This design comes from an exercise in tuning for small area, a short achievable clock period and few clock cycles per item on the open sky130 flow, not from production work.
In this exercise RTL edits were held to simulation tests only and were not proved equivalent to the original.

==> module activation_function_unit, before the edit <==
module activation_function_unit (
	input  wire logic                 clk,
	input  wire logic                 arst_n,
	input  wire logic                 item_valid,
	output logic                      item_stall,
	input  wire logic signed [XW-1:0] x_in,
	input  wire logic                 last_in,
	output logic                      result_valid,
	input  wire logic                 result_stall,
	output logic signed [XW-1:0]      y_out,
	output logic                      last_out,
	input  wire logic                 cfg_valid,
	output logic                      cfg_ready,
	input  wire logic [2:0]           cfg_data
);
	logic [2:0]           mode_q;
	logic                 adv, take, acc;
	logic                 v1;
	logic                 s1, x14_1;
	logic [13:0]          w1;
	logic signed [XW-1:0] x1;
	logic                 l1;
	logic [3:0]           op1;
	logic                 v2;
	logic [XW-1:0]        a2, b2;
	logic                 c2;
	logic                 l2;
	logic [XW-1:0]        y2;
	logic                 ov;
	logic signed [XW-1:0] y_q;
	logic                 l_q;
	logic                 sv, sv_o;
	logic [3:0]           op0;
	logic [XW-1:0]        s_y;
	logic                 s_l;
	logic                 neg;
	logic [8:0]           k1;
	logic [12:0]          tab;
	logic [12:0]          tanh_m;
	logic [27:0]          ta, tb;
	logic [12:0]          low;
	logic [XW-1:0]        a1, b1;
	logic                 c1;
	assign adv = !sv;
	assign take = ov && !result_stall;
	assign acc = item_valid && adv;
	assign item_stall = sv_o;
	assign cfg_ready = 1'b1;
	assign result_valid = ov;
	assign y_out = y_q;
	assign last_out = l_q;
	assign neg = s1;
	assign x1 = {s1, x14_1, w1 ^ {14{s1}}};
	afu_index u_index (
		.use_tanh(op1[1]),
		.s       (s1),
		.x14     (x14_1),
		.w       (w1),
		.k       (k1)
	);
	afu_rom u_rom (
		.k(k1),
		.d(tab)
	);
	afu_der_tree u_der (
		.w  (w1),
		.x14(x14_1),
		.s  (s1),
		.sd(op1[3]),
		.a (ta),
		.b (tb)
	);
	assign low = {1'b0, ta[11:0]} + {1'b0, tb[11:0]};
	always_comb begin
		op0 = OP_SIG;
		case (mode_q)
			MODE_SIG:      op0 = OP_SIG;
			MODE_SIG_DER:  op0 = (x_in >= 16'sd13813 || x_in <= -16'sd9717) ? OP_C8000 : OP_SIG_DER;
			MODE_TANH:     op0 = (x_in[15:14] == 2'b01 && x_in[13:0] != 14'd0) ? OP_C1000 :
			                     (x_in[15:14] == 2'b10) ? OP_CF000 : OP_TANH;
			MODE_TANH_DER: op0 = (x_in >= 16'sd12289 || x_in <= -16'sd12289) ? OP_C8000 : OP_TANH_DER;
			MODE_IDENT:    op0 = OP_IDENT;
			MODE_ONE:      op0 = OP_C1000;
			default:       op0 = OP_C0000;
		endcase
	end
	always_comb begin
		tanh_m = {1'b0, tab[12:1]};
		a1 = '0;
		b1 = '0;
		c1 = 1'b0;
		case (op1)
			OP_SIG: begin
				a1 = {4'b0, !neg, tab[12:2] ^ {11{neg}}};
				c1 = tab[0] ^ neg;
			end
			OP_TANH: begin
				a1 = {{3{neg}}, tanh_m ^ {13{neg}}};
				c1 = neg;
			end
			OP_SIG_DER, OP_TANH_DER: begin
				a1 = ta[27:12];
				b1 = tb[27:12];
				c1 = low[12];
			end
			OP_IDENT: a1 = x1;
			OP_C1000: a1 = 16'h1000;
			OP_C8000: a1 = 16'h8000;
			OP_CF000: a1 = 16'hF000;
			default:  a1 = '0;
		endcase
	end
	assign y2 = a2 + b2 + 16'(c2);
	always_ff @(posedge clk or negedge arst_n) begin
		if (!arst_n) begin
			mode_q <= 3'(MODE_SIG);
			v1 <= 1'b0;
			v2 <= 1'b0;
			ov <= 1'b0;
			sv <= 1'b0;
			sv_o <= 1'b0;
		end else begin
			if (cfg_valid)
				mode_q <= cfg_data;
			if (adv) begin
				v1 <= acc;
				v2 <= v1;
			end
			if (sv) begin
				if (take) begin
					ov <= 1'b1;
					sv <= 1'b0;
					sv_o <= 1'b0;
				end
			end else if (!ov || take) begin
				ov <= v2;
			end else begin
				sv <= v2;
				sv_o <= v2;
			end
		end
	end
	always_ff @(posedge clk) begin
		if (adv) begin
			s1 <= x_in[15];
			x14_1 <= x_in[14];
			w1 <= x_in[13:0] ^ {14{x_in[15]}};
			l1 <= last_in;
			op1 <= op0;
			a2 <= a1;
			b2 <= b1;
			c2 <= c1;
			l2 <= l1;
			s_y <= y2;
			s_l <= l2;
		end
		if (!ov || take) begin
			y_q <= sv ? s_y : y2;
			l_q <= sv ? s_l : l2;
		end
	end
endmodule
clock: 12.0 ns
lec_check: 0
abc_area: 1
cap_margin: 20
core_margin: 2
core_utilization: 60
slew_margin: 20
synth_memory_max_bits: 20000
standard.sh (not shown) runs the stock make flow with config.mk's settings and CLKGATE_MAP_FILE= SYNTH_SCRIPT=/design/flow/synth_recipe.tcl, a recipe that flattens the netlist after the stock synthesis.
==> flow/flow/run.sh <==
#!/bin/bash
# The standard layout, with repair_timing aiming 8.4 ns below the clock
# period (the setup margin), so that it sizes and buffers the critical
# paths; the design is still laid out and signed off at the design's period
# and constraints.
set -euo pipefail
bash standard.sh SETUP_SLACK_MARGIN=8.4 finish > standard.log 2>&1
Testbench counts at the start, summed over its fixed seeds: cycles 24,024, items 24,000.
Next try:
--- a/flow/design.v
+++ b/flow/design.v
@@ -1775,5 +1775,5 @@
 	logic                 s_l;
 	logic                 neg;
-	logic [8:0]           k1;
+	logic [8:0]           k0, k1;
 	logic [12:0]          tab;
 	logic [12:0]          tanh_m;
@@ -1793,9 +1793,9 @@
 	assign x1 = {s1, x14_1, w1 ^ {14{s1}}};
 	afu_index u_index (
-		.use_tanh(op1[1]),
-		.s       (s1),
-		.x14     (x14_1),
-		.w       (w1),
-		.k       (k1)
+		.use_tanh(mode_q == MODE_TANH),
+		.s       (x_in[15]),
+		.x14     (x_in[14]),
+		.w       (x_in[13:0] ^ {14{x_in[15]}}),
+		.k       (k0)
 	);
 	afu_rom u_rom (
@@ -1888,4 +1888,5 @@
 			l1 <= last_in;
 			op1 <= op0;
+			k1 <= k0;
 			a2 <= a1;
 			b2 <= b1;
Critical path depth went down by 6; die area went up by 0.77%; first-iteration DRC count went down by 21%; final area is about the same; synthesized cell count went up by 2.0%; global-route usage went down by 4.1 points; via count went down by 2.5%; hold slack got worse by 0.014 ns; non-clock buffer count went down by 14; register-to-register slack improved by 0.18 ns; area after synthesis went up by 0.78%; cell count went up by 2.1%.
Testbench counts after the change, summed over its fixed seeds: cycles 24,024, items 24,000.

[what the ideal ports hide]
The results above use ideal ports. As a check the final layouts listed here were re-extracted and re-timed, cells and wires unchanged.
Step 1 (the two cells are an assumption about what drives the block):
set clk [get_ports {clk}]
set_driving_cell -lib_cell sky130_fd_sc_hd__clkbuf_16 $clk
set_driving_cell -lib_cell sky130_fd_sc_hd__buf_2 [delete_from_list [all_inputs] $clk]
Step 2, shift: input delay + t, output delay - t, t = (earliest + latest rising clock arrival at the registers) / 2. This alone moves slack from input paths to output paths.
a / b / c = ideal / step 1 / step 2; a / b = the first two.
run | t (ns) | slack for setup (ns) | worst setup path at the end | latest minus earliest clock arrival (ns) | cell pins on the clock port's net
the first run | 0.402 | 7.969 / 7.969 / 7.969 | register to register | 0.008 / 0.009 | 1
the second run | 0.398 | 8.039 / 8.035 / 7.638 | input to register | 0.011 / 0.011 | 1
After both steps every run listed still meets setup and hold. The setup slack of the second run, which loses most, moves by -0.004 ns with the drivers and by -0.401 ns with both steps.
